From an optimization exercise on the open Yosys and OpenROAD flow, aimed at small area, a short achievable clock period and few clock cycles per item; shortcuts taken in it are not production practice.
Where RTL was checked, it was by simulation tests only, not by an equivalence proof against the original.

## try-garnet
Design cubic_bspline_point_eval, start of the top module:
module cubic_bspline_point_eval
#(
    parameter int SAMPLES_PER_SEGMENT = 100,
    parameter int COORD_BITS          = 16
) (
    input  wire                          i_clk,
    input  wire                          i_rst_n,
    input  wire                          i_valid,
    output logic                         o_stall,
    input  wire                          i_opcode,
    input  wire signed [COORD_BITS-1:0]  i_point_x,
    input  wire signed [COORD_BITS-1:0]  i_point_y,
    input  wire signed [COORD_BITS-1:0]  i_point_z,
    input  wire        [cbspl_pkg::SI_BITS-1:0] i_sample_index,
    output logic                         o_valid,
    input  wire                          i_stall,
    output logic signed [COORD_BITS-1:0] o_curve_x,
    output logic signed [COORD_BITS-1:0] o_curve_y,
    output logic signed [COORD_BITS-1:0] o_curve_z,
    output logic                         o_not_ready
);
Size in the first run: roughly 1200 flip-flops, about 110 I/O pins, about 0.14 mm^2 of cells after synthesis.
==> module cubic_bspline_point_eval, before the edit <==
module cubic_bspline_point_eval
#(
    parameter int SAMPLES_PER_SEGMENT = 100,
    parameter int COORD_BITS          = 16
) (
    input  wire                          i_clk,
    input  wire                          i_rst_n,
    input  wire                          i_valid,
    output logic                         o_stall,
    input  wire                          i_opcode,
    input  wire signed [COORD_BITS-1:0]  i_point_x,
    input  wire signed [COORD_BITS-1:0]  i_point_y,
    input  wire signed [COORD_BITS-1:0]  i_point_z,
    input  wire        [cbspl_pkg::SI_BITS-1:0] i_sample_index,
    output logic                         o_valid,
    input  wire                          i_stall,
    output logic signed [COORD_BITS-1:0] o_curve_x,
    output logic signed [COORD_BITS-1:0] o_curve_y,
    output logic signed [COORD_BITS-1:0] o_curve_z,
    output logic                         o_not_ready
);
    localparam int NST = 5;      
    logic        adv, accept, push_acc, eval_acc;
    logic [6:0]  jcl;
    logic        r_ov, r_q1v;        
    logic [48:0] r_q0, r_q1;         
    logic [48:0] pout;
    assign adv      = !r_q1v;
    assign o_stall  = r_q1v;
    assign o_valid  = r_ov;
    assign accept   = i_valid && adv;
    assign push_acc = accept && (i_opcode == cbspl_pkg::OP_PUSH);
    assign eval_acc = accept && (i_opcode == cbspl_pkg::OP_EVAL);
    assign jcl      = (i_sample_index > 7'(cbspl_pkg::D_LAST)) ? 7'(cbspl_pkg::D_LAST) : i_sample_index;
    logic [47:0] r_win [4];
    logic [2:0]  r_held;
    always_ff @(posedge i_clk) begin
        if (push_acc) begin
            r_win[0] <= r_win[1];
            r_win[1] <= r_win[2];
            r_win[2] <= r_win[3];
            r_win[3] <= {i_point_x, i_point_y, i_point_z};
        end
    end
    always_ff @(posedge i_clk) begin
        if (!i_rst_n) begin
            r_held <= '0;
        end else if (push_acc && !r_held[2]) begin
            r_held <= r_held + 1'b1;
        end
    end
    logic [NST:1] r_v, r_nr;
    logic [3:0]   d0_one, d0_two, d0_neg;
    logic [3:0]   r_one [1:3];
    logic [3:0]   r_two [1:3];
    logic [3:0]   r_neg [1:3];
    always_ff @(posedge i_clk) begin
        if (!i_rst_n) begin
            r_v <= '0;
        end else if (adv) begin
            r_v <= {r_v[NST-1:1], eval_acc};
        end
    end
    cbspl_booth u_b0 (.i_j(jcl), .o_one(d0_one), .o_two(d0_two), .o_neg(d0_neg));
    always_ff @(posedge i_clk) begin
        if (adv) begin
            r_nr     <= {r_nr[NST-1:1], !r_held[2]};
            r_one[1] <= d0_one;
            r_two[1] <= d0_two;
            r_neg[1] <= d0_neg;
            for (int k = 2; k <= 3; k++) begin
                r_one[k] <= r_one[k-1];
                r_two[k] <= r_two[k-1];
                r_neg[k] <= r_neg[k-1];
            end
        end
    end
    logic [15:0] u [3];
    genvar a;
    generate
        for (a = 0; a < 3; a++) begin : g_ax
            cbspl_axis u_axis (
                .i_clk    (i_clk),
                .i_adv    (adv),
                .i_c0     (r_win[0][47-16*a -: 16]),
                .i_c1     (r_win[1][47-16*a -: 16]),
                .i_c2     (r_win[2][47-16*a -: 16]),
                .i_c3     (r_win[3][47-16*a -: 16]),
                .i_j1_one (r_one[1]), .i_j1_two (r_two[1]), .i_j1_neg (r_neg[1]),
                .i_j2_one (r_one[2]), .i_j2_two (r_two[2]), .i_j2_neg (r_neg[2]),
                .i_j3_one (r_one[3]), .i_j3_two (r_two[3]), .i_j3_neg (r_neg[3]),
                .o_u      (u[a])
            );
        end
    endgenerate
    assign pout = r_nr[NST] ? {1'b1, 48'd0}
                            : {1'b0, u[0] ^ 16'h8000, u[1] ^ 16'h8000, u[2] ^ 16'h8000};
    logic q0_free;
    assign q0_free = !r_ov || !i_stall;
    always_ff @(posedge i_clk) begin
        if (!i_rst_n) begin
            r_ov  <= 1'b0;
            r_q1v <= 1'b0;
        end else begin
            if (q0_free) begin
                r_ov <= r_q1v || r_v[NST];
            end
            r_q1v <= r_q1v ? !q0_free : (!q0_free && r_v[NST]);
        end
    end
    always_ff @(posedge i_clk) begin
        if (q0_free) begin
            r_q0 <= r_q1v ? r_q1 : pout;
        end
        if (!r_q1v) begin
            r_q1 <= pout;
        end
    end
    assign o_not_ready = r_q0[48];
    assign o_curve_x   = r_q0[47:32];
    assign o_curve_y   = r_q0[31:16];
    assign o_curve_z   = r_q0[15:0];
endmodule
Settings: LEC_CHECK=0, CAP_MARGIN=20, CORE_MARGIN=2, CORE_UTILIZATION=40, SETUP_SLACK_MARGIN=4, SLEW_MARGIN=20; clock period 9.5 ns.
run.sh (not shown) runs the stock make flow with config.mk's settings and CLKGATE_MAP_FILE= SYNTH_SCRIPT=/design/flow/synth_recipe.tcl, a recipe that flattens the netlist after the stock synthesis.
try-garnet: done, clean on timing, DRC and antenna
Testbench counts of try-garnet, summed over its fixed seeds: cycles 4,526, evals 3,455.
Here is what was changed in the inputs of try-ember compared with try-garnet.
--- a/flow/design.v
+++ b/flow/design.v
@@ -1896,9 +1896,7 @@
     logic        adv, accept, push_acc, eval_acc;
     logic [6:0]  jcl;
-    logic        r_ov, r_q1v;        
-    logic [48:0] r_q0, r_q1;         
-    logic [48:0] pout;
-    assign adv      = !r_q1v;
-    assign o_stall  = r_q1v;
+    logic        r_ov;
+    assign adv      = !(r_ov && i_stall);
+    assign o_stall  = !adv;
     assign o_valid  = r_ov;
     assign accept   = i_valid && adv;
@@ -1967,31 +1965,23 @@
         end
     endgenerate
-    assign pout = r_nr[NST] ? {1'b1, 48'd0}
-                            : {1'b0, u[0] ^ 16'h8000, u[1] ^ 16'h8000, u[2] ^ 16'h8000};
-    logic q0_free;
-    assign q0_free = !r_ov || !i_stall;
+    logic [15:0] r_curve [3];
     always_ff @(posedge i_clk) begin
         if (!i_rst_n) begin
-            r_ov  <= 1'b0;
-            r_q1v <= 1'b0;
-        end else begin
-            if (q0_free) begin
-                r_ov <= r_q1v || r_v[NST];
-            end
-            r_q1v <= r_q1v ? !q0_free : (!q0_free && r_v[NST]);
+            r_ov <= 1'b0;
+        end else if (adv) begin
+            r_ov <= r_v[NST];
         end
     end
     always_ff @(posedge i_clk) begin
-        if (q0_free) begin
-            r_q0 <= r_q1v ? r_q1 : pout;
-        end
-        if (!r_q1v) begin
-            r_q1 <= pout;
+        if (adv) begin
+            for (int k = 0; k < 3; k++) begin
+                r_curve[k] <= r_nr[NST] ? 16'd0 : (u[k] ^ 16'h8000);
+            end
+            o_not_ready <= r_nr[NST];
         end
     end
-    assign o_not_ready = r_q0[48];
-    assign o_curve_x   = r_q0[47:32];
-    assign o_curve_y   = r_q0[31:16];
-    assign o_curve_z   = r_q0[15:0];
+    assign o_curve_x = r_curve[0];
+    assign o_curve_y = r_curve[1];
+    assign o_curve_z = r_curve[2];
 endmodule
 `default_nettype wire
Notes after the runs:
From try-garnet to try-ember the numbers moved as follows: synthesized area shows no meaningful change, final area shows a reduction of about 1.2%, hold slack shows no meaningful change, height of the die shows no meaningful change.
Fraction of final layout cells sized beyond drive strength 1, try-garnet and try-ember: lower on try-ember
Per the comparison of try-ember with try-garnet, relative area change from synthesis to final layout has decreased, utilization has decreased, layout clock buffer count has decreased, routed wire length has increased, number of search-and-repair iterations in the first detailed-routing pass has decreased.
Diff try-garnet -> try-ember | count of flip-flops and latches | down by a few percent
try-ember reports its highest routing layer actually used as met5 while try-garnet reports met4.
The RTL of try-ember was laid out without a check of its function.

==> afterwards: timing with drivers on the ports <==
The flow's constraints put no driver on any port. The routed layouts listed below were extracted and timed again, unchanged, in two steps. Step 1 assumes that a clkbuf_16 drives the clock port and a buf_2 every other input. Step 2 also shifts input and output timing later by t, the mid clock arrival at the registers, as if the neighbouring blocks saw the same clock. Three values: ideal, step 1, step 2; two values: the first two.
run | t, ns | setup slack, ns | worst setup path after step 2 | latest minus earliest clock arrival (ns) | cell pins on the clock port's net
try-garnet | 0.959 | 3.826 / 3.826 / 3.826 | register to register | 0.070 / 0.069 | 1
try-ember | 0.970 | 3.800 / 3.800 / 3.800 | register to register | 0.092 / 0.092 | 1
After both steps every run listed still meets setup and hold.
